This design comes from an exercise in tuning for small area, a short achievable clock period and few clock cycles per item on the open sky130 flow, not from production work. Only simulation tests tie the RTL to the original design; equivalence was not proved.

==> flow/design.v, too long to show whole: its modules and the start of the top module <==
// module pcc_ram: 39 lines
// module pcc_div: 36 lines
// module pcc_wrom: 523 lines
// module pcc_mac_tree: 440 lines
// module piecewise_cosine_curve_eval: 313 lines
module piecewise_cosine_curve_eval
#(
  parameter int MAX_KNOTS  = 8,
  parameter int PHASE_BITS = 10
) (
  input  logic               clk_i,
  input  logic               rst_ni,
  input  logic               in_valid_i,
  output logic               in_stall_o,
  input  logic               kind_i,
  input  logic [2:0]         knot_index_i,
  input  logic signed [15:0] knot_x_i,
  input  logic signed [15:0] knot_y_i,
  input  logic signed [15:0] query_x_i,
  output logic               out_valid_o,
  input  logic               out_stall_i,
  output logic signed [15:0] height_o,
  output logic               in_segment_o,
  input  logic               psel,
  input  logic               penable,
  input  logic               pwrite,
  input  logic [2:0]         paddr,
  input  logic [31:0]        pwdata,
  output logic [31:0]        prdata,
  output logic               pready
);
  // ...
==> flow/run.sh <==
#!/bin/bash
# synth_recipe.tcl (not shown) runs the flow's synth.tcl, then flattens the netlist and writes it again
# the make line also repeats each setting of config.mk as NAME=value (left out here)
make -C /OpenROAD-flow-scripts/flow DESIGN_CONFIG=/design/flow/config.mk WORK_HOME=/design/flow/orfs CLKGATE_MAP_FILE= SYNTH_SCRIPT=/design/flow/synth_recipe.tcl finish
==> flow/config.mk <==
export PLATFORM = sky130hd
export DESIGN_NAME = piecewise_cosine_curve_eval
export DESIGN_NICKNAME = piecewise_cosine_curve_eval
export VERILOG_FILES = /design/flow/design.v
export SDC_FILE = /design/flow/constraint.sdc
export NUM_CORES = 4
export LEC_CHECK = 0
export CAP_MARGIN = 40
export CORE_MARGIN = 2
export CORE_UTILIZATION = 55
export CTS_CLUSTER_DIAMETER = 140
export CTS_CLUSTER_SIZE = 26
export PLACE_DENSITY = 0.7
export SLEW_MARGIN = 60
export SYNTH_MEMORY_MAX_BITS = 16384
==> flow/constraint.sdc <==
create_clock -name core_clock -period 13.0 [get_ports {clk_i}]
set_input_delay 2.6000 -clock core_clock [delete_from_list [all_inputs] [get_ports {clk_i}]]
set_output_delay 2.6000 -clock core_clock [all_outputs]
set_load 0.01 [all_outputs]
==> results.ini, run 1 <==
[outcome]
status = timing/DRC/antenna clean

[timing]
timing.fmax_mhz = 219

[global_route]
track_usage = 0.275
use_met1 = 0.376

[final_layout]
postLayoutCoreUtil = 0.595
multi_input_area_share = 0.477
seqCellArea_sq_um = 27900
fillers = 8950

[placed_design]
dp_cells = 6818

[drt]
via_per_inst = 6.37
first_pass_iters = 9

[critical_path]
critical_path.top_delay_family = flip-flops
crit_slowest_cell = dfxtp_1
r2r-end = wt9_q[1]$_SDFFCE_PP0N_
crit_path_end_kind = output pin
crit_chain = clkdlybuf4s50_1
critPathLaunchType = flop
critical_path.max_stage_delay_ps = 650

[synthesis]
synth_ff_type = edfxtp_1
synth_edf_count = 889

[clocking]
ctsHoldBuffers = 0
root_buffer = clkbuf_16
cts_tree = yes

[hold_path]
hold_class = reg2reg

[job]
max_cap_violations = 0

Testbench counts, summed over its fixed seeds: cycles 2,328, items 1,920.
==> run 2, diff against run 1 <==
--- a/flow/design.v
+++ b/flow/design.v
@@ -75,534 +75,535 @@
       end
     end
   end
 endmodule
 module pcc_wrom (
   input  logic [9:0]  p_i,
   output logic [13:0] w_o
 );
+  logic [13:0] t;
   always_comb begin
-    case (p_i)
-      10'd0: w_o = 14'd0;
-      10'd1: w_o = 14'd0;
-      10'd2: w_o = 14'd0;
-      10'd3: w_o = 14'd0;
-      10'd4: w_o = 14'd1;
-      10'd5: w_o = 14'd1;
-      10'd6: w_o = 14'd1;
-      10'd7: w_o = 14'd2;
-      10'd8: w_o = 14'd2;
-      10'd9: w_o = 14'd3;
-      10'd10: w_o = 14'd4;
-      10'd11: w_o = 14'd5;
-      10'd12: w_o = 14'd6;
-      10'd13: w_o = 14'd7;
-      10'd14: w_o = 14'd8;
-      10'd15: w_o = 14'd9;
-      10'd16: w_o = 14'd10;
-      10'd17: w_o = 14'd11;
-      10'd18: w_o = 14'd12;
-      10'd19: w_o = 14'd14;
-      10'd20: w_o = 14'd15;
-      10'd21: w_o = 14'd17;
-      10'd22: w_o = 14'd19;
-      10'd23: w_o = 14'd20;
-      10'd24: w_o = 14'd22;
-      10'd25: w_o = 14'd24;
-      10'd26: w_o = 14'd26;
-      10'd27: w_o = 14'd28;
-      10'd28: w_o = 14'd30;
-      10'd29: w_o = 14'd32;
-      10'd30: w_o = 14'd35;
-      10'd31: w_o = 14'd37;
-      10'd32: w_o = 14'd39;
-      10'd33: w_o = 14'd42;
-      10'd34: w_o = 14'd45;
-      10'd35: w_o = 14'd47;
-      10'd36: w_o = 14'd50;
-      10'd37: w_o = 14'd53;
-      10'd38: w_o = 14'd56;
-      10'd39: w_o = 14'd59;
-      10'd40: w_o = 14'd62;
-      10'd41: w_o = 14'd65;
-      10'd42: w_o = 14'd68;
-      10'd43: w_o = 14'd71;
-      10'd44: w_o = 14'd75;
-      10'd45: w_o = 14'd78;
-      10'd46: w_o = 14'd81;
-      10'd47: w_o = 14'd85;
-      10'd48: w_o = 14'd89;
-      10'd49: w_o = 14'd92;
-      10'd50: w_o = 14'd96;
-      10'd51: w_o = 14'd100;
-      10'd52: w_o = 14'd104;
-      10'd53: w_o = 14'd108;
-      10'd54: w_o = 14'd112;
-      10'd55: w_o = 14'd116;
-      10'd56: w_o = 14'd121;
-      10'd57: w_o = 14'd125;
-      10'd58: w_o = 14'd129;
-      10'd59: w_o = 14'd134;
-      10'd60: w_o = 14'd138;
-      10'd61: w_o = 14'd143;
-      10'd62: w_o = 14'd148;
-      10'd63: w_o = 14'd153;
-      10'd64: w_o = 14'd157;
-      10'd65: w_o = 14'd162;
-      10'd66: w_o = 14'd167;
-      10'd67: w_o = 14'd172;
-      10'd68: w_o = 14'd178;
-      10'd69: w_o = 14'd183;
-      10'd70: w_o = 14'd188;
-      10'd71: w_o = 14'd194;
-      10'd72: w_o = 14'd199;
-      10'd73: w_o = 14'd205;
-      10'd74: w_o = 14'd210;
-      10'd75: w_o = 14'd216;
-      10'd76: w_o = 14'd222;
-      10'd77: w_o = 14'd228;
-      10'd78: w_o = 14'd233;
-      10'd79: w_o = 14'd239;
-      10'd80: w_o = 14'd246;
-      10'd81: w_o = 14'd252;
-      10'd82: w_o = 14'd258;
-      10'd83: w_o = 14'd264;
-      10'd84: w_o = 14'd271;
-      10'd85: w_o = 14'd277;
-      10'd86: w_o = 14'd283;
-      10'd87: w_o = 14'd290;
-      10'd88: w_o = 14'd297;
-      10'd89: w_o = 14'd303;
-      10'd90: w_o = 14'd310;
-      10'd91: w_o = 14'd317;
-      10'd92: w_o = 14'd324;
-      10'd93: w_o = 14'd331;
-      10'd94: w_o = 14'd338;
-      10'd95: w_o = 14'd345;
-      10'd96: w_o = 14'd353;
-      10'd97: w_o = 14'd360;
-      10'd98: w_o = 14'd367;
-      10'd99: w_o = 14'd375;
-      10'd100: w_o = 14'd383;
-      10'd101: w_o = 14'd390;
-      10'd102: w_o = 14'd398;
-      10'd103: w_o = 14'd406;
-      10'd104: w_o = 14'd413;
-      10'd105: w_o = 14'd421;
-      10'd106: w_o = 14'd429;
-      10'd107: w_o = 14'd437;
-      10'd108: w_o = 14'd446;
-      10'd109: w_o = 14'd454;
-      10'd110: w_o = 14'd462;
-      10'd111: w_o = 14'd470;
-      10'd112: w_o = 14'd479;
-      10'd113: w_o = 14'd487;
-      10'd114: w_o = 14'd496;
-      10'd115: w_o = 14'd505;
-      10'd116: w_o = 14'd513;
-      10'd117: w_o = 14'd522;
-      10'd118: w_o = 14'd531;
-      10'd119: w_o = 14'd540;
-      10'd120: w_o = 14'd549;
-      10'd121: w_o = 14'd558;
-      10'd122: w_o = 14'd567;
-      10'd123: w_o = 14'd576;
-      10'd124: w_o = 14'd586;
-      10'd125: w_o = 14'd595;
-      10'd126: w_o = 14'd604;
-      10'd127: w_o = 14'd614;
-      10'd128: w_o = 14'd624;
-      10'd129: w_o = 14'd633;
-      10'd130: w_o = 14'd643;
-      10'd131: w_o = 14'd653;
-      10'd132: w_o = 14'd663;
-      10'd133: w_o = 14'd673;
-      10'd134: w_o = 14'd683;
-      10'd135: w_o = 14'd693;
-      10'd136: w_o = 14'd703;
-      10'd137: w_o = 14'd713;
-      10'd138: w_o = 14'd723;
-      10'd139: w_o = 14'd734;
-      10'd140: w_o = 14'd744;
-      10'd141: w_o = 14'd755;
-      10'd142: w_o = 14'd765;
-      10'd143: w_o = 14'd776;
-      10'd144: w_o = 14'd787;
-      10'd145: w_o = 14'd797;
-      10'd146: w_o = 14'd808;
-      10'd147: w_o = 14'd819;
-      10'd148: w_o = 14'd830;
-      10'd149: w_o = 14'd841;
-      10'd150: w_o = 14'd852;
-      10'd151: w_o = 14'd863;
-      10'd152: w_o = 14'd875;
-      10'd153: w_o = 14'd886;
-      10'd154: w_o = 14'd897;
-      10'd155: w_o = 14'd909;
-      10'd156: w_o = 14'd920;
-      10'd157: w_o = 14'd932;
-      10'd158: w_o = 14'd944;
-      10'd159: w_o = 14'd955;
-      10'd160: w_o = 14'd967;
-      10'd161: w_o = 14'd979;
-      10'd162: w_o = 14'd991;
-      10'd163: w_o = 14'd1003;
-      10'd164: w_o = 14'd1015;
-      10'd165: w_o = 14'd1027;
-      10'd166: w_o = 14'd1040;
-      10'd167: w_o = 14'd1052;
-      10'd168: w_o = 14'd1064;
-      10'd169: w_o = 14'd1077;
-      10'd170: w_o = 14'd1089;
-      10'd171: w_o = 14'd1102;
-      10'd172: w_o = 14'd1114;
-      10'd173: w_o = 14'd1127;
-      10'd174: w_o = 14'd1140;
-      10'd175: w_o = 14'd1153;
-      10'd176: w_o = 14'd1165;
-      10'd177: w_o = 14'd1178;
-      10'd178: w_o = 14'd1191;
-      10'd179: w_o = 14'd1205;
-      10'd180: w_o = 14'd1218;
-      10'd181: w_o = 14'd1231;
-      10'd182: w_o = 14'd1244;
-      10'd183: w_o = 14'd1258;
-      10'd184: w_o = 14'd1271;
-      10'd185: w_o = 14'd1284;
-      10'd186: w_o = 14'd1298;
-      10'd187: w_o = 14'd1312;
-      10'd188: w_o = 14'd1325;
-      10'd189: w_o = 14'd1339;
-      10'd190: w_o = 14'd1353;
-      10'd191: w_o = 14'd1367;
-      10'd192: w_o = 14'd1381;
-      10'd193: w_o = 14'd1395;
-      10'd194: w_o = 14'd1409;
-      10'd195: w_o = 14'd1423;
-      10'd196: w_o = 14'd1437;
-      10'd197: w_o = 14'd1451;
-      10'd198: w_o = 14'd1466;
-      10'd199: w_o = 14'd1480;
-      10'd200: w_o = 14'd1494;
-      10'd201: w_o = 14'd1509;
-      10'd202: w_o = 14'd1523;
-      10'd203: w_o = 14'd1538;
-      10'd204: w_o = 14'd1553;
-      10'd205: w_o = 14'd1567;
-      10'd206: w_o = 14'd1582;
-      10'd207: w_o = 14'd1597;
-      10'd208: w_o = 14'd1612;
-      10'd209: w_o = 14'd1627;
-      10'd210: w_o = 14'd1642;
-      10'd211: w_o = 14'd1657;
-      10'd212: w_o = 14'd1673;
-      10'd213: w_o = 14'd1688;
-      10'd214: w_o = 14'd1703;
-      10'd215: w_o = 14'd1718;
-      10'd216: w_o = 14'd1734;
-      10'd217: w_o = 14'd1749;
-      10'd218: w_o = 14'd1765;
-      10'd219: w_o = 14'd1781;
-      10'd220: w_o = 14'd1796;
-      10'd221: w_o = 14'd1812;
-      10'd222: w_o = 14'd1828;
-      10'd223: w_o = 14'd1844;
-      10'd224: w_o = 14'd1859;
-      10'd225: w_o = 14'd1875;
-      10'd226: w_o = 14'd1892;
-      10'd227: w_o = 14'd1908;
-      10'd228: w_o = 14'd1924;
-      10'd229: w_o = 14'd1940;
-      10'd230: w_o = 14'd1956;
-      10'd231: w_o = 14'd1973;
-      10'd232: w_o = 14'd1989;
-      10'd233: w_o = 14'd2005;
-      10'd234: w_o = 14'd2022;
-      10'd235: w_o = 14'd2038;
-      10'd236: w_o = 14'd2055;
-      10'd237: w_o = 14'd2072;
-      10'd238: w_o = 14'd2088;
-      10'd239: w_o = 14'd2105;
-      10'd240: w_o = 14'd2122;
-      10'd241: w_o = 14'd2139;
-      10'd242: w_o = 14'd2156;
-      10'd243: w_o = 14'd2173;
-      10'd244: w_o = 14'd2190;
-      10'd245: w_o = 14'd2207;
-      10'd246: w_o = 14'd2224;
-      10'd247: w_o = 14'd2242;
-      10'd248: w_o = 14'd2259;
-      10'd249: w_o = 14'd2276;
-      10'd250: w_o = 14'd2294;
-      10'd251: w_o = 14'd2311;
-      10'd252: w_o = 14'd2329;
-      10'd253: w_o = 14'd2346;
-      10'd254: w_o = 14'd2364;
-      10'd255: w_o = 14'd2382;
-      10'd256: w_o = 14'd2399;
-      10'd257: w_o = 14'd2417;
-      10'd258: w_o = 14'd2435;
-      10'd259: w_o = 14'd2453;
-      10'd260: w_o = 14'd2471;
-      10'd261: w_o = 14'd2489;
-      10'd262: w_o = 14'd2507;
-      10'd263: w_o = 14'd2525;
-      10'd264: w_o = 14'd2543;
-      10'd265: w_o = 14'd2562;
-      10'd266: w_o = 14'd2580;
-      10'd267: w_o = 14'd2598;
-      10'd268: w_o = 14'd2617;
-      10'd269: w_o = 14'd2635;
-      10'd270: w_o = 14'd2653;
-      10'd271: w_o = 14'd2672;
-      10'd272: w_o = 14'd2691;
-      10'd273: w_o = 14'd2709;
-      10'd274: w_o = 14'd2728;
-      10'd275: w_o = 14'd2747;
-      10'd276: w_o = 14'd2765;
-      10'd277: w_o = 14'd2784;
-      10'd278: w_o = 14'd2803;
-      10'd279: w_o = 14'd2822;
-      10'd280: w_o = 14'd2841;
-      10'd281: w_o = 14'd2860;
-      10'd282: w_o = 14'd2879;
-      10'd283: w_o = 14'd2899;
-      10'd284: w_o = 14'd2918;
-      10'd285: w_o = 14'd2937;
-      10'd286: w_o = 14'd2956;
-      10'd287: w_o = 14'd2976;
-      10'd288: w_o = 14'd2995;
-      10'd289: w_o = 14'd3015;
-      10'd290: w_o = 14'd3034;
-      10'd291: w_o = 14'd3054;
-      10'd292: w_o = 14'd3073;
-      10'd293: w_o = 14'd3093;
-      10'd294: w_o = 14'd3112;
-      10'd295: w_o = 14'd3132;
-      10'd296: w_o = 14'd3152;
-      10'd297: w_o = 14'd3172;
-      10'd298: w_o = 14'd3192;
-      10'd299: w_o = 14'd3212;
-      10'd300: w_o = 14'd3232;
-      10'd301: w_o = 14'd3252;
-      10'd302: w_o = 14'd3272;
-      10'd303: w_o = 14'd3292;
-      10'd304: w_o = 14'd3312;
-      10'd305: w_o = 14'd3332;
-      10'd306: w_o = 14'd3352;
-      10'd307: w_o = 14'd3373;
-      10'd308: w_o = 14'd3393;
-      10'd309: w_o = 14'd3414;
-      10'd310: w_o = 14'd3434;
-      10'd311: w_o = 14'd3454;
-      10'd312: w_o = 14'd3475;
-      10'd313: w_o = 14'd3496;
-      10'd314: w_o = 14'd3516;
-      10'd315: w_o = 14'd3537;
-      10'd316: w_o = 14'd3558;
-      10'd317: w_o = 14'd3578;
-      10'd318: w_o = 14'd3599;
-      10'd319: w_o = 14'd3620;
-      10'd320: w_o = 14'd3641;
-      10'd321: w_o = 14'd3662;
-      10'd322: w_o = 14'd3683;
-      10'd323: w_o = 14'd3704;
-      10'd324: w_o = 14'd3725;
-      10'd325: w_o = 14'd3746;
-      10'd326: w_o = 14'd3767;
-      10'd327: w_o = 14'd3788;
-      10'd328: w_o = 14'd3809;
-      10'd329: w_o = 14'd3831;
-      10'd330: w_o = 14'd3852;
-      10'd331: w_o = 14'd3873;
-      10'd332: w_o = 14'd3895;
-      10'd333: w_o = 14'd3916;
-      10'd334: w_o = 14'd3937;
-      10'd335: w_o = 14'd3959;
-      10'd336: w_o = 14'd3980;
-      10'd337: w_o = 14'd4002;
-      10'd338: w_o = 14'd4024;
-      10'd339: w_o = 14'd4045;
-      10'd340: w_o = 14'd4067;
-      10'd341: w_o = 14'd4089;
-      10'd342: w_o = 14'd4111;
-      10'd343: w_o = 14'd4132;
-      10'd344: w_o = 14'd4154;
-      10'd345: w_o = 14'd4176;
-      10'd346: w_o = 14'd4198;
-      10'd347: w_o = 14'd4220;
-      10'd348: w_o = 14'd4242;
-      10'd349: w_o = 14'd4264;
-      10'd350: w_o = 14'd4286;
-      10'd351: w_o = 14'd4308;
-      10'd352: w_o = 14'd4330;
-      10'd353: w_o = 14'd4353;
-      10'd354: w_o = 14'd4375;
-      10'd355: w_o = 14'd4397;
-      10'd356: w_o = 14'd4419;
-      10'd357: w_o = 14'd4442;
-      10'd358: w_o = 14'd4464;
-      10'd359: w_o = 14'd4486;
-      10'd360: w_o = 14'd4509;
-      10'd361: w_o = 14'd4531;
-      10'd362: w_o = 14'd4554;
-      10'd363: w_o = 14'd4576;
-      10'd364: w_o = 14'd4599;
-      10'd365: w_o = 14'd4621;
-      10'd366: w_o = 14'd4644;
-      10'd367: w_o = 14'd4667;
-      10'd368: w_o = 14'd4689;
-      10'd369: w_o = 14'd4712;
-      10'd370: w_o = 14'd4735;
-      10'd371: w_o = 14'd4758;
-      10'd372: w_o = 14'd4781;
-      10'd373: w_o = 14'd4803;
-      10'd374: w_o = 14'd4826;
-      10'd375: w_o = 14'd4849;
-      10'd376: w_o = 14'd4872;
-      10'd377: w_o = 14'd4895;
-      10'd378: w_o = 14'd4918;
-      10'd379: w_o = 14'd4941;
-      10'd380: w_o = 14'd4964;
-      10'd381: w_o = 14'd4988;
-      10'd382: w_o = 14'd5011;
-      10'd383: w_o = 14'd5034;
-      10'd384: w_o = 14'd5057;
-      10'd385: w_o = 14'd5080;
-      10'd386: w_o = 14'd5104;
-      10'd387: w_o = 14'd5127;
-      10'd388: w_o = 14'd5150;
-      10'd389: w_o = 14'd5174;
-      10'd390: w_o = 14'd5197;
-      10'd391: w_o = 14'd5220;
-      10'd392: w_o = 14'd5244;
-      10'd393: w_o = 14'd5267;
-      10'd394: w_o = 14'd5291;
-      10'd395: w_o = 14'd5314;
-      10'd396: w_o = 14'd5338;
-      10'd397: w_o = 14'd5361;
-      10'd398: w_o = 14'd5385;
-      10'd399: w_o = 14'd5409;
-      10'd400: w_o = 14'd5432;
-      10'd401: w_o = 14'd5456;
-      10'd402: w_o = 14'd5480;
-      10'd403: w_o = 14'd5503;
-      10'd404: w_o = 14'd5527;
-      10'd405: w_o = 14'd5551;
-      10'd406: w_o = 14'd5575;
-      10'd407: w_o = 14'd5598;
-      10'd408: w_o = 14'd5622;
-      10'd409: w_o = 14'd5646;
-      10'd410: w_o = 14'd5670;
-      10'd411: w_o = 14'd5694;
-      10'd412: w_o = 14'd5718;
-      10'd413: w_o = 14'd5742;
-      10'd414: w_o = 14'd5766;
-      10'd415: w_o = 14'd5790;
-      10'd416: w_o = 14'd5814;
-      10'd417: w_o = 14'd5838;
-      10'd418: w_o = 14'd5862;
-      10'd419: w_o = 14'd5886;
-      10'd420: w_o = 14'd5910;
-      10'd421: w_o = 14'd5935;
-      10'd422: w_o = 14'd5959;
-      10'd423: w_o = 14'd5983;
-      10'd424: w_o = 14'd6007;
-      10'd425: w_o = 14'd6031;
-      10'd426: w_o = 14'd6056;
-      10'd427: w_o = 14'd6080;
-      10'd428: w_o = 14'd6104;
-      10'd429: w_o = 14'd6128;
-      10'd430: w_o = 14'd6153;
-      10'd431: w_o = 14'd6177;
-      10'd432: w_o = 14'd6202;
-      10'd433: w_o = 14'd6226;
-      10'd434: w_o = 14'd6250;
-      10'd435: w_o = 14'd6275;
-      10'd436: w_o = 14'd6299;
-      10'd437: w_o = 14'd6324;
-      10'd438: w_o = 14'd6348;
-      10'd439: w_o = 14'd6373;
-      10'd440: w_o = 14'd6397;
-      10'd441: w_o = 14'd6422;
-      10'd442: w_o = 14'd6446;
-      10'd443: w_o = 14'd6471;
-      10'd444: w_o = 14'd6495;
-      10'd445: w_o = 14'd6520;
-      10'd446: w_o = 14'd6545;
-      10'd447: w_o = 14'd6569;
-      10'd448: w_o = 14'd6594;
-      10'd449: w_o = 14'd6618;
-      10'd450: w_o = 14'd6643;
-      10'd451: w_o = 14'd6668;
-      10'd452: w_o = 14'd6693;
-      10'd453: w_o = 14'd6717;
-      10'd454: w_o = 14'd6742;
-      10'd455: w_o = 14'd6767;
-      10'd456: w_o = 14'd6791;
-      10'd457: w_o = 14'd6816;
-      10'd458: w_o = 14'd6841;
-      10'd459: w_o = 14'd6866;
-      10'd460: w_o = 14'd6891;
-      10'd461: w_o = 14'd6915;
-      10'd462: w_o = 14'd6940;
-      10'd463: w_o = 14'd6965;
-      10'd464: w_o = 14'd6990;
-      10'd465: w_o = 14'd7015;
-      10'd466: w_o = 14'd7040;
-      10'd467: w_o = 14'd7065;
-      10'd468: w_o = 14'd7090;
-      10'd469: w_o = 14'd7114;
-      10'd470: w_o = 14'd7139;
-      10'd471: w_o = 14'd7164;
-      10'd472: w_o = 14'd7189;
-      10'd473: w_o = 14'd7214;
-      10'd474: w_o = 14'd7239;
-      10'd475: w_o = 14'd7264;
-      10'd476: w_o = 14'd7289;
-      10'd477: w_o = 14'd7314;
-      10'd478: w_o = 14'd7339;
-      10'd479: w_o = 14'd7364;
-      10'd480: w_o = 14'd7389;
-      10'd481: w_o = 14'd7414;
-      10'd482: w_o = 14'd7439;
-      10'd483: w_o = 14'd7464;
-      10'd484: w_o = 14'd7489;
-      10'd485: w_o = 14'd7514;
-      10'd486: w_o = 14'd7539;
-      10'd487: w_o = 14'd7564;
-      10'd488: w_o = 14'd7589;
-      10'd489: w_o = 14'd7614;
-      10'd490: w_o = 14'd7639;
-      10'd491: w_o = 14'd7665;
-      10'd492: w_o = 14'd7690;
-      10'd493: w_o = 14'd7715;
-      10'd494: w_o = 14'd7740;
-      10'd495: w_o = 14'd7765;
-      10'd496: w_o = 14'd7790;
-      10'd497: w_o = 14'd7815;
-      10'd498: w_o = 14'd7840;
-      10'd499: w_o = 14'd7865;
-      10'd500: w_o = 14'd7890;
-      10'd501: w_o = 14'd7916;
-      10'd502: w_o = 14'd7941;
-      10'd503: w_o = 14'd7966;
-      10'd504: w_o = 14'd7991;
-      10'd505: w_o = 14'd8016;
-      10'd506: w_o = 14'd8041;
-      10'd507: w_o = 14'd8066;
-      10'd508: w_o = 14'd8091;
-      10'd509: w_o = 14'd8117;
-      10'd510: w_o = 14'd8142;
-      10'd511: w_o = 14'd8167;
-      10'd512: w_o = 14'd8192;
-      default: w_o = 14'd0;
+    case (p_i[8:0])
+      9'd0: t = 14'd0;
+      9'd1: t = 14'd0;
+      9'd2: t = 14'd0;
+      9'd3: t = 14'd0;
+      9'd4: t = 14'd1;
+      9'd5: t = 14'd1;
+      9'd6: t = 14'd1;
+      9'd7: t = 14'd2;
+      9'd8: t = 14'd2;
+      9'd9: t = 14'd3;
+      9'd10: t = 14'd4;
+      9'd11: t = 14'd5;
+      9'd12: t = 14'd6;
+      9'd13: t = 14'd7;
+      9'd14: t = 14'd8;
+      9'd15: t = 14'd9;
+      9'd16: t = 14'd10;
+      9'd17: t = 14'd11;
+      9'd18: t = 14'd12;
+      9'd19: t = 14'd14;
+      9'd20: t = 14'd15;
+      9'd21: t = 14'd17;
+      9'd22: t = 14'd19;
+      9'd23: t = 14'd20;
+      9'd24: t = 14'd22;
+      9'd25: t = 14'd24;
+      9'd26: t = 14'd26;
+      9'd27: t = 14'd28;
+      9'd28: t = 14'd30;
+      9'd29: t = 14'd32;
+      9'd30: t = 14'd35;
+      9'd31: t = 14'd37;
+      9'd32: t = 14'd39;
+      9'd33: t = 14'd42;
+      9'd34: t = 14'd45;
+      9'd35: t = 14'd47;
+      9'd36: t = 14'd50;
+      9'd37: t = 14'd53;
+      9'd38: t = 14'd56;
+      9'd39: t = 14'd59;
+      9'd40: t = 14'd62;
+      9'd41: t = 14'd65;
+      9'd42: t = 14'd68;
+      9'd43: t = 14'd71;
+      9'd44: t = 14'd75;
+      9'd45: t = 14'd78;
+      9'd46: t = 14'd81;
+      9'd47: t = 14'd85;
+      9'd48: t = 14'd89;
+      9'd49: t = 14'd92;
+      9'd50: t = 14'd96;
+      9'd51: t = 14'd100;
+      9'd52: t = 14'd104;
+      9'd53: t = 14'd108;
+      9'd54: t = 14'd112;
+      9'd55: t = 14'd116;
+      9'd56: t = 14'd121;
+      9'd57: t = 14'd125;
+      9'd58: t = 14'd129;
+      9'd59: t = 14'd134;
+      9'd60: t = 14'd138;
+      9'd61: t = 14'd143;
+      9'd62: t = 14'd148;
+      9'd63: t = 14'd153;
+      9'd64: t = 14'd157;
+      9'd65: t = 14'd162;
+      9'd66: t = 14'd167;
+      9'd67: t = 14'd172;
+      9'd68: t = 14'd178;
+      9'd69: t = 14'd183;
+      9'd70: t = 14'd188;
+      9'd71: t = 14'd194;
+      9'd72: t = 14'd199;
+      9'd73: t = 14'd205;
+      9'd74: t = 14'd210;
+      9'd75: t = 14'd216;
+      9'd76: t = 14'd222;
+      9'd77: t = 14'd228;
+      9'd78: t = 14'd233;
+      9'd79: t = 14'd239;
+      9'd80: t = 14'd246;
+      9'd81: t = 14'd252;
+      9'd82: t = 14'd258;
+      9'd83: t = 14'd264;
+      9'd84: t = 14'd271;
+      9'd85: t = 14'd277;
+      9'd86: t = 14'd283;
+      9'd87: t = 14'd290;
+      9'd88: t = 14'd297;
+      9'd89: t = 14'd303;
+      9'd90: t = 14'd310;
+      9'd91: t = 14'd317;
+      9'd92: t = 14'd324;
+      9'd93: t = 14'd331;
+      9'd94: t = 14'd338;
+      9'd95: t = 14'd345;
+      9'd96: t = 14'd353;
+      9'd97: t = 14'd360;
+      9'd98: t = 14'd367;
+      9'd99: t = 14'd375;
+      9'd100: t = 14'd383;
+      9'd101: t = 14'd390;
+      9'd102: t = 14'd398;
+      9'd103: t = 14'd406;
+      9'd104: t = 14'd413;
+      9'd105: t = 14'd421;
+      9'd106: t = 14'd429;
+      9'd107: t = 14'd437;
+      9'd108: t = 14'd446;
+      9'd109: t = 14'd454;
+      9'd110: t = 14'd462;
+      9'd111: t = 14'd470;
+      9'd112: t = 14'd479;
+      9'd113: t = 14'd487;
+      9'd114: t = 14'd496;
+      9'd115: t = 14'd505;
+      9'd116: t = 14'd513;
+      9'd117: t = 14'd522;
+      9'd118: t = 14'd531;
+      9'd119: t = 14'd540;
+      9'd120: t = 14'd549;
+      9'd121: t = 14'd558;
+      9'd122: t = 14'd567;
+      9'd123: t = 14'd576;
+      9'd124: t = 14'd586;
+      9'd125: t = 14'd595;
+      9'd126: t = 14'd604;
+      9'd127: t = 14'd614;
+      9'd128: t = 14'd624;
+      9'd129: t = 14'd633;
+      9'd130: t = 14'd643;
+      9'd131: t = 14'd653;
+      9'd132: t = 14'd663;
+      9'd133: t = 14'd673;
+      9'd134: t = 14'd683;
+      9'd135: t = 14'd693;
+      9'd136: t = 14'd703;
+      9'd137: t = 14'd713;
+      9'd138: t = 14'd723;
+      9'd139: t = 14'd734;
+      9'd140: t = 14'd744;
+      9'd141: t = 14'd755;
+      9'd142: t = 14'd765;
+      9'd143: t = 14'd776;
+      9'd144: t = 14'd787;
+      9'd145: t = 14'd797;
+      9'd146: t = 14'd808;
+      9'd147: t = 14'd819;
+      9'd148: t = 14'd830;
+      9'd149: t = 14'd841;
+      9'd150: t = 14'd852;
+      9'd151: t = 14'd863;
+      9'd152: t = 14'd875;
+      9'd153: t = 14'd886;
+      9'd154: t = 14'd897;
+      9'd155: t = 14'd909;
+      9'd156: t = 14'd920;
+      9'd157: t = 14'd932;
+      9'd158: t = 14'd944;
+      9'd159: t = 14'd955;
+      9'd160: t = 14'd967;
+      9'd161: t = 14'd979;
+      9'd162: t = 14'd991;
+      9'd163: t = 14'd1003;
+      9'd164: t = 14'd1015;
+      9'd165: t = 14'd1027;
+      9'd166: t = 14'd1040;
+      9'd167: t = 14'd1052;
+      9'd168: t = 14'd1064;
+      9'd169: t = 14'd1077;
+      9'd170: t = 14'd1089;
+      9'd171: t = 14'd1102;
+      9'd172: t = 14'd1114;
+      9'd173: t = 14'd1127;
+      9'd174: t = 14'd1140;
+      9'd175: t = 14'd1153;
+      9'd176: t = 14'd1165;
+      9'd177: t = 14'd1178;
+      9'd178: t = 14'd1191;
+      9'd179: t = 14'd1205;
+      9'd180: t = 14'd1218;
+      9'd181: t = 14'd1231;
+      9'd182: t = 14'd1244;
+      9'd183: t = 14'd1258;
+      9'd184: t = 14'd1271;
+      9'd185: t = 14'd1284;
+      9'd186: t = 14'd1298;
+      9'd187: t = 14'd1312;
+      9'd188: t = 14'd1325;
+      9'd189: t = 14'd1339;
+      9'd190: t = 14'd1353;
+      9'd191: t = 14'd1367;
+      9'd192: t = 14'd1381;
+      9'd193: t = 14'd1395;
+      9'd194: t = 14'd1409;
+      9'd195: t = 14'd1423;
+      9'd196: t = 14'd1437;
+      9'd197: t = 14'd1451;
+      9'd198: t = 14'd1466;
+      9'd199: t = 14'd1480;
+      9'd200: t = 14'd1494;
+      9'd201: t = 14'd1509;
+      9'd202: t = 14'd1523;
+      9'd203: t = 14'd1538;
+      9'd204: t = 14'd1553;
+      9'd205: t = 14'd1567;
+      9'd206: t = 14'd1582;
+      9'd207: t = 14'd1597;
+      9'd208: t = 14'd1612;
+      9'd209: t = 14'd1627;
+      9'd210: t = 14'd1642;
+      9'd211: t = 14'd1657;
+      9'd212: t = 14'd1673;
+      9'd213: t = 14'd1688;
+      9'd214: t = 14'd1703;
+      9'd215: t = 14'd1718;
+      9'd216: t = 14'd1734;
+      9'd217: t = 14'd1749;
+      9'd218: t = 14'd1765;
+      9'd219: t = 14'd1781;
+      9'd220: t = 14'd1796;
+      9'd221: t = 14'd1812;
+      9'd222: t = 14'd1828;
+      9'd223: t = 14'd1844;
+      9'd224: t = 14'd1859;
+      9'd225: t = 14'd1875;
+      9'd226: t = 14'd1892;
+      9'd227: t = 14'd1908;
+      9'd228: t = 14'd1924;
+      9'd229: t = 14'd1940;
+      9'd230: t = 14'd1956;
+      9'd231: t = 14'd1973;
+      9'd232: t = 14'd1989;
+      9'd233: t = 14'd2005;
+      9'd234: t = 14'd2022;
+      9'd235: t = 14'd2038;
+      9'd236: t = 14'd2055;
+      9'd237: t = 14'd2072;
+      9'd238: t = 14'd2088;
+      9'd239: t = 14'd2105;
+      9'd240: t = 14'd2122;
+      9'd241: t = 14'd2139;
+      9'd242: t = 14'd2156;
+      9'd243: t = 14'd2173;
+      9'd244: t = 14'd2190;
+      9'd245: t = 14'd2207;
+      9'd246: t = 14'd2224;
+      9'd247: t = 14'd2242;
+      9'd248: t = 14'd2259;
+      9'd249: t = 14'd2276;
+      9'd250: t = 14'd2294;
+      9'd251: t = 14'd2311;
+      9'd252: t = 14'd2329;
+      9'd253: t = 14'd2346;
+      9'd254: t = 14'd2364;
+      9'd255: t = 14'd2382;
+      9'd256: t = 14'd2399;
+      9'd257: t = 14'd2417;
+      9'd258: t = 14'd2435;
+      9'd259: t = 14'd2453;
+      9'd260: t = 14'd2471;
+      9'd261: t = 14'd2489;
+      9'd262: t = 14'd2507;
+      9'd263: t = 14'd2525;
+      9'd264: t = 14'd2543;
+      9'd265: t = 14'd2562;
+      9'd266: t = 14'd2580;
+      9'd267: t = 14'd2598;
+      9'd268: t = 14'd2617;
+      9'd269: t = 14'd2635;
+      9'd270: t = 14'd2653;
+      9'd271: t = 14'd2672;
+      9'd272: t = 14'd2691;
+      9'd273: t = 14'd2709;
+      9'd274: t = 14'd2728;
+      9'd275: t = 14'd2747;
+      9'd276: t = 14'd2765;
+      9'd277: t = 14'd2784;
+      9'd278: t = 14'd2803;
+      9'd279: t = 14'd2822;
+      9'd280: t = 14'd2841;
+      9'd281: t = 14'd2860;
+      9'd282: t = 14'd2879;
+      9'd283: t = 14'd2899;
+      9'd284: t = 14'd2918;
+      9'd285: t = 14'd2937;
+      9'd286: t = 14'd2956;
+      9'd287: t = 14'd2976;
+      9'd288: t = 14'd2995;
+      9'd289: t = 14'd3015;
+      9'd290: t = 14'd3034;
+      9'd291: t = 14'd3054;
+      9'd292: t = 14'd3073;
+      9'd293: t = 14'd3093;
+      9'd294: t = 14'd3112;
+      9'd295: t = 14'd3132;
+      9'd296: t = 14'd3152;
+      9'd297: t = 14'd3172;
+      9'd298: t = 14'd3192;
+      9'd299: t = 14'd3212;
+      9'd300: t = 14'd3232;
+      9'd301: t = 14'd3252;
+      9'd302: t = 14'd3272;
+      9'd303: t = 14'd3292;
+      9'd304: t = 14'd3312;
+      9'd305: t = 14'd3332;
+      9'd306: t = 14'd3352;
+      9'd307: t = 14'd3373;
+      9'd308: t = 14'd3393;
+      9'd309: t = 14'd3414;
+      9'd310: t = 14'd3434;
+      9'd311: t = 14'd3454;
+      9'd312: t = 14'd3475;
+      9'd313: t = 14'd3496;
+      9'd314: t = 14'd3516;
+      9'd315: t = 14'd3537;
+      9'd316: t = 14'd3558;
+      9'd317: t = 14'd3578;
+      9'd318: t = 14'd3599;
+      9'd319: t = 14'd3620;
+      9'd320: t = 14'd3641;
+      9'd321: t = 14'd3662;
+      9'd322: t = 14'd3683;
+      9'd323: t = 14'd3704;
+      9'd324: t = 14'd3725;
+      9'd325: t = 14'd3746;
+      9'd326: t = 14'd3767;
+      9'd327: t = 14'd3788;
+      9'd328: t = 14'd3809;
+      9'd329: t = 14'd3831;
+      9'd330: t = 14'd3852;
+      9'd331: t = 14'd3873;
+      9'd332: t = 14'd3895;
+      9'd333: t = 14'd3916;
+      9'd334: t = 14'd3937;
+      9'd335: t = 14'd3959;
+      9'd336: t = 14'd3980;
+      9'd337: t = 14'd4002;
+      9'd338: t = 14'd4024;
+      9'd339: t = 14'd4045;
+      9'd340: t = 14'd4067;
+      9'd341: t = 14'd4089;
+      9'd342: t = 14'd4111;
+      9'd343: t = 14'd4132;
+      9'd344: t = 14'd4154;
+      9'd345: t = 14'd4176;
+      9'd346: t = 14'd4198;
+      9'd347: t = 14'd4220;
+      9'd348: t = 14'd4242;
+      9'd349: t = 14'd4264;
+      9'd350: t = 14'd4286;
+      9'd351: t = 14'd4308;
+      9'd352: t = 14'd4330;
+      9'd353: t = 14'd4353;
+      9'd354: t = 14'd4375;
+      9'd355: t = 14'd4397;
+      9'd356: t = 14'd4419;
+      9'd357: t = 14'd4442;
+      9'd358: t = 14'd4464;
+      9'd359: t = 14'd4486;
+      9'd360: t = 14'd4509;
+      9'd361: t = 14'd4531;
+      9'd362: t = 14'd4554;
+      9'd363: t = 14'd4576;
+      9'd364: t = 14'd4599;
+      9'd365: t = 14'd4621;
+      9'd366: t = 14'd4644;
+      9'd367: t = 14'd4667;
+      9'd368: t = 14'd4689;
+      9'd369: t = 14'd4712;
+      9'd370: t = 14'd4735;
+      9'd371: t = 14'd4758;
+      9'd372: t = 14'd4781;
+      9'd373: t = 14'd4803;
+      9'd374: t = 14'd4826;
+      9'd375: t = 14'd4849;
+      9'd376: t = 14'd4872;
+      9'd377: t = 14'd4895;
+      9'd378: t = 14'd4918;
+      9'd379: t = 14'd4941;
+      9'd380: t = 14'd4964;
+      9'd381: t = 14'd4988;
+      9'd382: t = 14'd5011;
+      9'd383: t = 14'd5034;
+      9'd384: t = 14'd5057;
+      9'd385: t = 14'd5080;
+      9'd386: t = 14'd5104;
+      9'd387: t = 14'd5127;
+      9'd388: t = 14'd5150;
+      9'd389: t = 14'd5174;
+      9'd390: t = 14'd5197;
+      9'd391: t = 14'd5220;
+      9'd392: t = 14'd5244;
+      9'd393: t = 14'd5267;
+      9'd394: t = 14'd5291;
+      9'd395: t = 14'd5314;
+      9'd396: t = 14'd5338;
+      9'd397: t = 14'd5361;
+      9'd398: t = 14'd5385;
+      9'd399: t = 14'd5409;
+      9'd400: t = 14'd5432;
+      9'd401: t = 14'd5456;
+      9'd402: t = 14'd5480;
+      9'd403: t = 14'd5503;
+      9'd404: t = 14'd5527;
+      9'd405: t = 14'd5551;
+      9'd406: t = 14'd5575;
+      9'd407: t = 14'd5598;
+      9'd408: t = 14'd5622;
+      9'd409: t = 14'd5646;
+      9'd410: t = 14'd5670;
+      9'd411: t = 14'd5694;
+      9'd412: t = 14'd5718;
+      9'd413: t = 14'd5742;
+      9'd414: t = 14'd5766;
+      9'd415: t = 14'd5790;
+      9'd416: t = 14'd5814;
+      9'd417: t = 14'd5838;
+      9'd418: t = 14'd5862;
+      9'd419: t = 14'd5886;
+      9'd420: t = 14'd5910;
+      9'd421: t = 14'd5935;
+      9'd422: t = 14'd5959;
+      9'd423: t = 14'd5983;
+      9'd424: t = 14'd6007;
+      9'd425: t = 14'd6031;
+      9'd426: t = 14'd6056;
+      9'd427: t = 14'd6080;
+      9'd428: t = 14'd6104;
+      9'd429: t = 14'd6128;
+      9'd430: t = 14'd6153;
+      9'd431: t = 14'd6177;
+      9'd432: t = 14'd6202;
+      9'd433: t = 14'd6226;
+      9'd434: t = 14'd6250;
+      9'd435: t = 14'd6275;
+      9'd436: t = 14'd6299;
+      9'd437: t = 14'd6324;
+      9'd438: t = 14'd6348;
+      9'd439: t = 14'd6373;
+      9'd440: t = 14'd6397;
+      9'd441: t = 14'd6422;
+      9'd442: t = 14'd6446;
+      9'd443: t = 14'd6471;
+      9'd444: t = 14'd6495;
+      9'd445: t = 14'd6520;
+      9'd446: t = 14'd6545;
+      9'd447: t = 14'd6569;
+      9'd448: t = 14'd6594;
+      9'd449: t = 14'd6618;
+      9'd450: t = 14'd6643;
+      9'd451: t = 14'd6668;
+      9'd452: t = 14'd6693;
+      9'd453: t = 14'd6717;
+      9'd454: t = 14'd6742;
+      9'd455: t = 14'd6767;
+      9'd456: t = 14'd6791;
+      9'd457: t = 14'd6816;
+      9'd458: t = 14'd6841;
+      9'd459: t = 14'd6866;
+      9'd460: t = 14'd6891;
+      9'd461: t = 14'd6915;
+      9'd462: t = 14'd6940;
+      9'd463: t = 14'd6965;
+      9'd464: t = 14'd6990;
+      9'd465: t = 14'd7015;
+      9'd466: t = 14'd7040;
+      9'd467: t = 14'd7065;
+      9'd468: t = 14'd7090;
+      9'd469: t = 14'd7114;
+      9'd470: t = 14'd7139;
+      9'd471: t = 14'd7164;
+      9'd472: t = 14'd7189;
+      9'd473: t = 14'd7214;
+      9'd474: t = 14'd7239;
+      9'd475: t = 14'd7264;
+      9'd476: t = 14'd7289;
+      9'd477: t = 14'd7314;
+      9'd478: t = 14'd7339;
+      9'd479: t = 14'd7364;
+      9'd480: t = 14'd7389;
+      9'd481: t = 14'd7414;
+      9'd482: t = 14'd7439;
+      9'd483: t = 14'd7464;
+      9'd484: t = 14'd7489;
+      9'd485: t = 14'd7514;
+      9'd486: t = 14'd7539;
+      9'd487: t = 14'd7564;
+      9'd488: t = 14'd7589;
+      9'd489: t = 14'd7614;
+      9'd490: t = 14'd7639;
+      9'd491: t = 14'd7665;
+      9'd492: t = 14'd7690;
+      9'd493: t = 14'd7715;
+      9'd494: t = 14'd7740;
+      9'd495: t = 14'd7765;
+      9'd496: t = 14'd7790;
+      9'd497: t = 14'd7815;
+      9'd498: t = 14'd7840;
+      9'd499: t = 14'd7865;
+      9'd500: t = 14'd7890;
+      9'd501: t = 14'd7916;
+      9'd502: t = 14'd7941;
+      9'd503: t = 14'd7966;
+      9'd504: t = 14'd7991;
+      9'd505: t = 14'd8016;
+      9'd506: t = 14'd8041;
+      9'd507: t = 14'd8066;
+      9'd508: t = 14'd8091;
+      9'd509: t = 14'd8117;
+      9'd510: t = 14'd8142;
+      9'd511: t = 14'd8167;
+      default: t = 14'd0;
     endcase
   end
+  assign w_o = p_i[9] ? 14'd8192 : t;
 endmodule
 module pcc_mac_tree (
   input  logic [16:0] d_i,
   input  logic [18:0] d3_i,
   input  logic [13:0] t_i,
   input  logic [15:0] base_i,
   output logic [29:0] s_o,
   output logic [29:0] c_o
==> flow/config.mk (replaced) <==
export PLATFORM = sky130hd
export DESIGN_NAME = piecewise_cosine_curve_eval
export DESIGN_NICKNAME = piecewise_cosine_curve_eval
export VERILOG_FILES = /design/flow/design.v
export SDC_FILE = /design/flow/constraint.sdc
export NUM_CORES = 4
export LEC_CHECK = 0
export CAP_MARGIN = 50
export CORE_MARGIN = 2
export CORE_UTILIZATION = 65
export CTS_CLUSTER_DIAMETER = 140
export CTS_CLUSTER_SIZE = 26
export PLACE_DENSITY = 0.75
export SLEW_MARGIN = 70
export SYNTH_MEMORY_MAX_BITS = 16384
==> results.ini, run 2 <==
[timing]
setup_tns_ps = 0  ; unchanged
report.final.slew_viol_count = 0  ; unchanged
post-route-period-util = 0.366  ; was 0.351
hold_viol = 0  ; unchanged
skew_ps = 46.2  ; was 24.9 ps
setup_violations = 0  ; unchanged
min_period_ps = 4750  ; was 4570 ps
timing.fmax_mhz = 210  ; was 219 MHz
grt_setup_unrepaired = no  ; unchanged
holdWs_ps = 395  ; was 424 ps

[clocking]
ctsHoldBuffers = 0  ; unchanged
cts-htree-levels = 2  ; unchanged
cts_setup_buffers = 0  ; unchanged
clock_sinks = 940  ; unchanged
clk_latency_ps = 680  ; was 670 ps
cts_tree = yes  ; unchanged
cts_max_path_buffers = 3  ; unchanged
cts_inserted_buffers = 42  ; unchanged
cts-resized-gates = 0  ; unchanged
root_buffer = clkbuf_16  ; unchanged
path_clk_slew_ps = 110  ; about the same

[final_layout]
fillers = 6725  ; was 8950
diodes = 0  ; unchanged
nets = 6140  ; was 6098
drive_gt1_frac = 0.102  ; was 0.0869
reg_top3 = u_ram.g_slot.x_q (128), u_ram.g_slot.y_q (128)  ; unchanged
area_delta_synth_final_pct = 7.94  ; was 7.71%
seqCellArea_sq_um = 27900  ; about the same
final_common_cell = edfxtp_1  ; unchanged
multi_input_area_sq_um = 30800  ; was 31300 sq um
layout_common_cells = edfxtp_1, ha_1, a21oi_1  ; was edfxtp_1, ha_1, nor2_1

[synthesis]
synth.area.mux_share = 0.0669  ; was 0.0661
syn_nets = 6090  ; was 6084
synth_ff_type = edfxtp_1  ; unchanged
yosys-top-cells-count = edfxtp_1, ha_1, a21oi_1, nor2_1, inv_1  ; was edfxtp_1, ha_1, nor2_1, a21oi_1, nand2_1
seq_area_frac_synth = 0.459  ; was 0.457
yosysWarnings = 24  ; unchanged
synth_edf_count = 889  ; unchanged
synth.distinct_cells = 97  ; was 88
syn_avg_cell_area_sq_um = 11.3  ; was 11.4 sq um
synthXorXnorAreaFrac = 0.0332  ; was 0.0355
synthArstFlopShare = 0.0372  ; unchanged
synth_cells = 5371  ; was 5365
ys_ff_latch = 940  ; unchanged
synthAdderAreaFrac = 0.152  ; about the same
syn_area_sq_um = 60800  ; was 61000 sq um
synth_top_area_frac = 0.439  ; was 0.438
yosys.area_share.simple = 0.0855  ; was 0.0925
synth-compound-area-share = 0.162  ; about the same
synthTopCellsByArea = edfxtp_1, ha_1, fa_1  ; unchanged
yosysTopAreaCell = edfxtp_1  ; unchanged
yosysMostFrequentCell = edfxtp_1  ; unchanged
synth_top_family_by_area = compound AO/OA/AOI/OAI gates  ; unchanged

[global_route]
grt_pass1_vias = 42500  ; was 42600
track_usage = 0.319  ; was 0.275
antenna_found_initial = 0  ; was 4
grt_max_degree = 78  ; was 104
globalRouteOverflowTotal = 0  ; unchanged
grt_pass1_wl_um = 238000  ; was 244000 um

[hold_path]
worstHoldEndpoint = dya_q[3][7]$_DFFE_PN_  ; was dyb_q[3][9]$_DFFE_PN_
min_from = dya_q[2][7]$_DFFE_PN_  ; was dyb_q[2][9]$_DFFE_PN_
hold_class = reg2reg  ; unchanged
min_path_cells = 0  ; unchanged

[critical_path]
critPathLaunchType = flop  ; unchanged
reg2regPathDepth = 18  ; was 12
ff2ff_setup_slack_ps = 8250  ; was 8500 ps
crit_path_end_kind = flop  ; was output pin
critPathMaxFanout = 6  ; was 17
crit_required_ps = 13490  ; was 10400 ps
r2r-end = dr_q[2][2]$_DFFE_PN_  ; was wt9_q[1]$_SDFFCE_PP0N_
worstPathArrival_ps = 5240  ; was 1970 ps
critPathKind = reg2reg  ; was reg2out
r2r_start = dnw_q[1][1]$_DFFE_PN_  ; was pf7_q[0]$_SDFFCE_PP0N_

[floorplanning]
io_pins = 146  ; unchanged
core_sq_um = 92900  ; was 110000 sq um
die_w_um = 310  ; was 337 um
start_util = 0.654  ; was 0.553
die_h_um = 310  ; was 337 um
die-area_sq_um = 95900  ; was 114000 sq um
rows = 112  ; was 122

[drt]
first_pass_iters = 8  ; was 9
routed_wl_um = 153000  ; was 158000 um
wl_per_cell_um = 22.9  ; about the same
vias = 43600  ; was 43800
via_per_inst = 6.53  ; was 6.37
drc = 0  ; unchanged
drtAntennaViolNets = 0  ; unchanged
dr.first_iter.drc_count = 5177  ; was 4704

[placed_design]
port_buffers = 126  ; unchanged
routabilityCongestion = 1.01  ; was 0.970
dpl.hpwl_um = 112000  ; was 114000 um

[job]
max_cap_violations = 0  ; unchanged

[outcome]
status = timing/DRC/antenna clean  ; unchanged

[run 2: kinds of logic (layout without fill, tap and decap cells)]
| logic type | count (synthesis) | in the layout |
|---|---|---|
| adder cells (fa/ha/maj) | 638 | 638 |
| flip-flops | 940 | 940 |
| XOR/XNOR | 230 | 230 |
| multiplexers | 375 | 375 |
| buffers and inverters | 620 | 679 |
| AND/OR/NAND/NOR | 1109 | 1109 |
| AO/OA/AOI/OAI | 1458 | 1458 |
| other | 1 | 1 |
[run 2: worst max-delay path, stage by stage (launching register included)]
cell      delay, ps
edfxtp_1        520
fa_1            510
ha_1            300
nor2b_1         130
o21ai_1         150
a21boi_0        130
o21ai_0         220
a21boi_0        160
o21ai_1         200
a21oi_1          90
nand2b_1        150
a21oi_1         290
o21ai_1         210
a211oi_4        370
buf_2           250
buf_2           200
buf_2           210
mux2_2          340
mux2i_1         150
[run 2: per-stage QoR]
step / cells / utilization / setup WS [ps] / instance area, sq um
floorplan: 5371 / - / 2410 / 60800
global placement: 6537 / 0.678 / 7900 / 63000
detailed placement: 6618 / 0.691 / 8310 / 64200
CTS: 6671 / 0.703 / 8260 / 65300
global route: 6684 / 0.706 / 7880 / 65600
finish: 6684 / 0.706 / 8250 / 65600
[run 2: final cells by class]
class                      count  area share
clock buffer                  49      0.0164
clock inverter                 4    0.000973
inverter                     332      0.0191
multi-input combinational   3811       0.470
sequential                   940       0.426
tap                         1254      0.0239
timing repair buffer         294      0.0439
[run 2: how the worst max path moves through the flow]
stage	from	end
global route	dnw_q[1][1]$_DFFE_PN_	dr_q[2][2]$_DFFE_PN_
floorplan	freeze_q$_DFF_PN0_	u_ram.g_slot[2].x_q[0]$_DFFE_PP_
detailed placement	dnw_q[1][1]$_DFFE_PN_	dr_q[2][2]$_DFFE_PN_
finish	dnw_q[1][1]$_DFFE_PN_	dr_q[2][2]$_DFFE_PN_
global placement	paddr[2]	base_height_q[9]$_DFFE_PN0P_
CTS	dnw_q[1][1]$_DFFE_PN_	dr_q[2][2]$_DFFE_PN_
[run 2: routing by layer]
metal	global-route usage	part of all wire
met1	0.437	0.41
met5	0	0
met4	0.118	0.037
met2	0.520	0.47
met3	0.0473	0.083
Testbench counts of run 2, summed over its fixed seeds: cycles 2,328, items 1,920.
==> run 3, diff against run 2 <==
--- a/flow/config.mk
+++ b/flow/config.mk
@@ -7,9 +7,9 @@
 export LEC_CHECK = 0
 export CAP_MARGIN = 50
 export CORE_MARGIN = 2
-export CORE_UTILIZATION = 65
+export CORE_UTILIZATION = 70
 export CTS_CLUSTER_DIAMETER = 140
 export CTS_CLUSTER_SIZE = 26
-export PLACE_DENSITY = 0.75
+export PLACE_DENSITY = 0.8
 export SLEW_MARGIN = 70
 export SYNTH_MEMORY_MAX_BITS = 16384
==> results.ini, run 3 <==
[floorplanning]
start_util = 0.704  ; was 0.654
die_w_um = 299  ; was 310 um
die-area_sq_um = 89200  ; was 95900 sq um
rows = 108  ; was 112
io_pins = 146  ; unchanged
die_h_um = 299  ; was 310 um
core_sq_um = 86300  ; was 92900 sq um

[final_layout]
reg_top3 = u_ram.g_slot.x_q (128), u_ram.g_slot.y_q (128)  ; unchanged
nets = 6141  ; was 6140
fin_cells = 6588  ; was 6684
postLayoutCoreUtil = 0.759  ; was 0.706
drive_gt1_frac = 0.101  ; was 0.102
area_delta_synth_final_pct = 7.81  ; was 7.94%
final_common_cell = edfxtp_1  ; unchanged
layout_common_cells = edfxtp_1, ha_1, a21oi_1  ; unchanged

[clocking]
ctsHoldBuffers = 0  ; unchanged
path_clk_slew_ps = 100  ; was 110 ps
clock_sinks = 940  ; unchanged
cts_setup_buffers = 0  ; unchanged
cts-htree-levels = 2  ; unchanged
root_buffer = clkbuf_16  ; unchanged
cts_max_path_buffers = 3  ; unchanged
cts-resized-gates = 0  ; unchanged
cts_inserted_buffers = 42  ; unchanged
cts_tree = yes  ; unchanged
clk_latency_ps = 650  ; was 680 ps

[timing]
min_period_ps = 4790  ; was 4750 ps
post-route-period-util = 0.368  ; was 0.366
worst_slack_ps = 8210  ; was 8250 ps
grt_setup_unrepaired = no  ; unchanged
skew_ps = 32.3  ; was 46.2 ps
hold_viol = 0  ; unchanged
report.final.slew_viol_count = 0  ; unchanged
setup_tns_ps = 0  ; unchanged
setup_violations = 0  ; unchanged
timing.fmax_mhz = 209  ; was 210 MHz

[drt]
drc = 0  ; unchanged
drtAntennaViolNets = 0  ; unchanged
first_pass_iters = 8  ; unchanged
routed_wl_um = 157000  ; was 153000 um
dr.first_iter.drc_count = 5411  ; was 5177
via_per_inst = 6.78  ; was 6.53
vias = 44700  ; was 43600
wl_per_cell_um = 23.8  ; was 22.9 um

[global_route]
met3_usage = 0.0568  ; was 0.0473
grt_max_degree = 76  ; was 78
track_usage = 0.349  ; was 0.319
grt_pass1_vias = 44100  ; was 42500
grt_pass1_wl_um = 245000  ; was 238000 um
antenna_found_initial = 1  ; was 0
globalRouteOverflowTotal = 0  ; unchanged
grt_use_met2 = 0.580  ; was 0.520
grt_busiest_layer = met2  ; unchanged
use_met1 = 0.467  ; was 0.437

[placed_design]
dpl.hpwl_um = 114000  ; was 112000 um
preCtsSetupSlack_ps = 8220  ; was 8310 ps
routabilityCongestion = 0.959  ; was 1.01
port_buffers = 126  ; unchanged
dp_cells = 6521  ; was 6618

[synthesis]
synthTopCellsByArea = edfxtp_1, ha_1, fa_1  ; unchanged
yosys-top-cells-count = edfxtp_1, ha_1, a21oi_1, nor2_1, inv_1  ; unchanged
seq_area_frac_synth = 0.459  ; unchanged
syn_avg_cell_area_sq_um = 11.3  ; unchanged
synth_ff_type = edfxtp_1  ; unchanged
yosysWarnings = 24  ; unchanged
synth_edf_count = 889  ; unchanged
syn_area_sq_um = 60800  ; unchanged
synth_top_area_frac = 0.439  ; unchanged
synth.distinct_cells = 97  ; unchanged
synth_cells = 5371  ; unchanged
syn_nets = 6090  ; unchanged
yosysMostFrequentCell = edfxtp_1  ; unchanged
synthArstFlopShare = 0.0372  ; unchanged
yosysTopAreaCell = edfxtp_1  ; unchanged
ys_ff_latch = 940  ; unchanged

[critical_path]
critPathKind = reg2reg  ; unchanged
critPathLaunchType = flop  ; unchanged
crit_required_ps = 13470  ; was 13490 ps
crit_path_end_kind = flop  ; unchanged
critPathMaxFanout = 6  ; unchanged
worstPathArrival_ps = 5260  ; was 5240 ps

[job]
max_cap_violations = 0  ; unchanged

[outcome]
status = timing/DRC/antenna clean  ; unchanged

[hold_path]
hold_class = reg2reg  ; unchanged

-- run 3: cell count changes in the layout (fill, tap and decap cells not counted), moves of 6 or more --
cell / before / now
buf_6: 21 / 10
buf_8: 17 / 11
buf_2: 43 / 53
buf_16: 4 / 11
-- run 3: worst paths after layout --
path / slack (ps) / end / cells past startpoint / startpoint
max: 8210 / dr_q[2][2]$_DFFE_PN_ / 18 / dnw_q[1][1]$_DFFE_PN_
min: 420 / dyb_q[3][1]$_DFFE_PN_ / 0 / dyb_q[2][1]$_DFFE_PN_
max reg2reg: 8210 / dr_q[2][2]$_DFFE_PN_ / 18 / dnw_q[1][1]$_DFFE_PN_
min reg2reg: 420 / dyb_q[3][1]$_DFFE_PN_ / 0 / dyb_q[2][1]$_DFFE_PN_
max in group asynchronous: 10860 / go_q$_DFF_PN1_ / 1 / rst_ni
min in group asynchronous: 1840 / base_height_q[11]$_DFFE_PN0P_ / 1 / rst_ni
-- run 3: through the flow --
stage / instance area [sq um] / hold slack, ps
final: 65500 / 422
after global routing: 65500 / 428
after CTS: 65300 / 421
after detailed placement: 64100 / 405
after global placement: 62900 / 401
after floorplan: 60800 / 400
-- run 3: kinds of logic after synthesis --
logic type / share of synthesized area
adders and majority gates: 0.152
xor gates and xnor gates: 0.0332
muxes: 0.0669
AOI/OAI and AO/OA: 0.162
buffers and inverters: 0.0410
DFF: 0.459
other: 0.0000617
and+or+nand+nor: 0.0855
-- run 3: layer usage --
metal | up-vias | part of all wire
li1 | 20200 | -
met1 | 21600 | 0.39
met2 | 2408 | 0.48
met3 | 460 | 0.089
met4 | 0 | 0.041
met5 | - | 0
-- run 3: critical path, cell delays in order, from the launching register on --
cell      delay, ps
edfxtp_1        530
fa_1            520
ha_1            300
nor2b_1         130
o21ai_1         160
a21boi_0        140
o21ai_0         220
a21boi_0        150
o21ai_1         200
a21oi_1         100
nand2b_1        140
a21oi_1         310
o21ai_1         210
a211oi_4        370
buf_2           250
buf_2           200
buf_2           210
mux2_2          350
mux2i_1         140
-- run 3: cell type report --
| cell class | count | area (sq um) |
|---|---|---|
| Antenna cell | 1 | 2.50 |
| Multi-Input combinational cell | 3811 | 30800 |
| Tap cell | 1155 | 1450 |
| Clock buffer | 49 | 1100 |
| Fill cell | 5581 | 20900 |
| Sequential cell | 940 | 27900 |
| Clock inverter | 5 | 75.1 |
| Inverter | 332 | 1250 |
| Timing Repair Buffer | 295 | 2890 |

what the ideal ports hide:
In the flow no input, the clock included, has a driving cell. The finished layouts below were timed again as built, in two steps. Step 1, drivers: a clkbuf_16 drives clk_i and a buf_2 each remaining input, both assumed. Step 2 also shifts input and output timing later by t, the mid clock arrival at the registers, as if the neighbouring blocks saw the same clock. Three values: no drivers, after step 1, after step 2; two values: the first two.
| run | shift t [ns] | setup slack, ns | worst hold slack (ns) | worst data-port slew with drivers (ns) | cell pins on the clock port's net |
|---|---|---|---|---|---|
| run 1 | 0.732 | 8.434 / 8.361 / 8.499 | 0.424 / 0.424 / 0.424 | 0.05 | 1 |
| run 2 | 0.724 | 8.248 / 8.248 / 8.248 | 0.395 / 0.395 / 0.395 | 0.09 | 1 |
| run 3 | 0.696 | 8.210 / 8.210 / 8.210 | 0.422 / 0.422 / 0.422 | 0.09 | 1 |
After both steps every run listed still meets setup and hold.
